Context: an optimization exercise on an open-source flow, tuned for small area, a short achievable clock period and few clock cycles per item. The choices shown serve that exercise and are no tape-out recipe.
Function was checked by simulation only, so behaviour that the tests miss may differ from the original.
No activity file was given, so power comes from the tool's default toggle rates.

old:
==> flow/design.v (excerpt) <==
module cuckoo_hash_engine
#(
    parameter int NUM_WAYS    = 3,
    parameter int TABLE_SIZE  = 50,
    parameter int KEY_WIDTH   = 27,
    parameter int VALUE_WIDTH = 32,
    parameter int MAX_KICKS   = 16
) (
    input  logic                                        clk,
    input  logic                                        rst,
    input  logic                                        req_valid,
    output logic                                        req_ready,
    input  logic [1:0]                                  req_op,
    input  logic [KEY_WIDTH-1:0]                        req_key,
    input  logic [VALUE_WIDTH-1:0]                      req_value,
    output logic                                        rsp_valid,
    output logic [1:0]                                  rsp_status,
    output logic [VALUE_WIDTH-1:0]                      rsp_value,
    output logic [KEY_WIDTH-1:0]                        rsp_key,
    output logic [$clog2(NUM_WAYS*TABLE_SIZE+1)-1:0]    occupancy,
    output logic                                        collision
);
==> flow/config.mk <==
export PLATFORM = sky130hd
export DESIGN_NAME = cuckoo_hash_engine
export DESIGN_NICKNAME = cuckoo_hash_engine
export VERILOG_FILES = /design/flow/design.v
export SDC_FILE = /design/flow/constraint.sdc
export NUM_CORES = 8
export LEC_CHECK = 0
export CAP_MARGIN = 20
export CORE_MARGIN = 2
export CORE_UTILIZATION = 45
export PLACE_DENSITY = 0.58
export SLEW_MARGIN = 20
==> flow/constraint.sdc <==
create_clock -name core_clock -period 30.0 [get_ports {clk}]
set_input_delay 6.0000 -clock core_clock [delete_from_list [all_inputs] [get_ports {clk}]]
set_output_delay 6.0000 -clock core_clock [all_outputs]
set_load 0.01 [all_outputs]
standard.sh (not shown) runs the stock make flow with config.mk's settings and CLKGATE_MAP_FILE= SYNTH_SCRIPT=/design/flow/synth_recipe.tcl, a recipe that flattens the netlist after the stock synthesis.
==> flow/flow/run.sh <==
#!/bin/bash
# Layout flow: the standard ORFS flow (standard.sh: unchanged synthesis, floorplan,
# placement, routing), with two settings passed through the environment:
#  - the timing repair is asked to leave a setup margin, so that it works on the paths
#    that set the achieved period instead of stopping once the 30 ns clock is met;
#  - clock tree synthesis builds larger sink clusters and inserts no dummy loads, which
#    takes fewer clock buffers for the same balanced (zero-target-skew) tree.
# The make output goes to flow_standard.log here; each ORFS step keeps its own log
# under orfs/logs/.
set -uo pipefail
export SETUP_SLACK_MARGIN=22.4
export CTS_ARGS="-sink_clustering_enable -repair_clock_nets -dont_use_dummy_load -sink_clustering_size 24 -sink_clustering_max_diameter 100 -sink_buffer_max_cap_derate 0.05"
bash standard.sh > flow_standard.log 2>&1
Testbench counts of old, summed over its fixed seeds: cycles 25,992, ops 24,000.
Relative to old, the following input files were edited for new:
--- a/flow/design.v
+++ b/flow/design.v
@@ -441,33 +441,14 @@
         case ({u3, u1})
             2'b00: move_idx = r50_add10(s);
             2'b01: move_idx = r50_add6(s);
             2'b10: move_idx = r50_add44(s);
             2'b11: move_idx = r50_add40(s);
         endcase
     endfunction
-    function automatic logic [87:0] move_tab(input logic kw2, input logic [21:0] h);
-        move_tab = {ms_t3({kw2, h[21:18]}), ms_t2({kw2, h[17:12]}), ms_t1({kw2, h[11:6]}), ms_t0({kw2, h[5:0]}), mu_t3({kw2, h[21:18]}), mu_t2({kw2, h[17:12]}), mu_t1({kw2, h[11:6]}), mu_t0({kw2, h[5:0]})};
-    endfunction
-    function automatic logic [10:0] move_idx_t(input logic [87:0] t, input logic [10:0] e);
-        logic [10:0] u, s;
-        logic        u1, u3;
-        logic [49:0] uh;
-        u  = r50_add(r50_add(r50_add(t[10:0], t[21:11]), r50_add(t[32:22], t[43:33])), e);
-        s  = r50_add(r50_add(r50_add(t[54:44], t[65:55]), r50_add(t[76:66], t[87:77])), e);
-        uh = r50_onehot(u);
-        u1 = uh[2] | uh[3] | uh[6] | uh[7] | uh[10] | uh[11] | uh[14] | uh[15] | uh[18] | uh[19] | uh[22] | uh[23] | uh[26] | uh[27] | uh[30] | uh[31];
-        u3 = uh[8] | uh[9] | uh[10] | uh[11] | uh[12] | uh[13] | uh[14] | uh[15] | uh[24] | uh[25] | uh[26] | uh[27] | uh[28] | uh[29] | uh[30] | uh[31];
-        case ({u3, u1})
-            2'b00: move_idx_t = r50_add10(s);
-            2'b01: move_idx_t = r50_add6(s);
-            2'b10: move_idx_t = r50_add44(s);
-            2'b11: move_idx_t = r50_add40(s);
-        endcase
-    endfunction
     function automatic logic [4:0] key_lo(input logic [21:0] h, input logic [10:0] r0);
         logic [5:0] u;
         u = r50_bin(move_u(1'b1, h, r0));
         key_lo = u[4:0];
     endfunction
 endpackage
 module cuckoo_way_bank
@@ -599,20 +580,15 @@
     end
     logic [RW-1:0] a_idx [3];
     assign a_idx[0] = cuckoo_pkg::idx0(a_key_q);
     assign a_idx[1] = cuckoo_pkg::f45(a_idx[0]);
     assign a_idx[2] = cuckoo_pkg::idx2(a_key_q);
     logic [RW-1:0] kh_idx, kh_idx1;
     logic [4:0]    full_lo;
-    localparam int TABW = 88;
-    logic [TABW-1:0] ktab_q;
-    always_ff @(posedge clk)
-        ktab_q <= (kick_q && kw2_q) ? cuckoo_pkg::move_tab(1'b0, rd_h[2])
-                                    : cuckoo_pkg::move_tab(1'b1, rd_h[1]);
-    assign kh_idx  = cuckoo_pkg::move_idx_t(ktab_q, cr_q);
+    assign kh_idx  = cuckoo_pkg::move_idx(kw2_q, ch_q, cr_q);
     assign kh_idx1 = cuckoo_pkg::f45(kh_idx);
     assign full_lo = cuckoo_pkg::key_lo(ch_q, cr_q);
     logic          hit, free;
     logic [2:0]    hit_v, free_v, vld_m;
     logic [VW-1:0] hit_d;
     always_comb begin
         for (int w = 0; w < 3; w++) hit_v[w] = rd_v[w] && (rd_h[w] == t_key_q[KW-1:5]);
- old finished every stage and its layout cleared the timing, DRC and antenna checks.
- new finished every stage and its layout cleared the timing, DRC and antenna checks.
- new ends up with higher wire length of the first global-routing pass than old does.
- Of old and new, the lower power share of the clock group belongs to new.
- Between old and new, the via count of the first global-routing pass is higher for new.
- Between old and new, the post-route fraction of the period consumed by the critical path figures differ only marginally.
- Compared to old, the routing of new uses more wire.
- Compared to old, new has mean number of vias per cell 0.089 higher.
- In the flow results for old and new, the worst hold-check slack is smaller on old.
- Higher worst clock skew among old and new: old
- | total net switching power | new vs old | worse |
- new reports a lower sequential cell count than old does.
Testbench counts of new, summed over its fixed seeds: cycles 25,992, ops 24,000.

==> static timing again, ports no longer ideal <==
How much do the figures lean on ideal ports? The routed layouts below were timed once more, with nothing changed but the port constraints.
Step 1 assumes that a clkbuf_16 drives the clock port and a buf_2 every other input.
Step 2 also shifts input and output timing later by t, the mid clock arrival at the registers, as if the neighbouring blocks saw the same clock.
a / b / c = ideal ports / drivers / drivers and shift; a / b = the first two.
run	t (ns)	setup slack, ns	worst register clock-pin slew, ns
old	1.248	22.259 / 22.112 / 21.854	0.11 / 0.11
new	1.240	22.247 / 22.084 / 21.448	0.11 / 0.11
After both steps setup and hold are still met in every run listed. For new, which loses most, drivers alone change the setup slack by -0.163 ns; drivers and shift together by -0.799 ns.
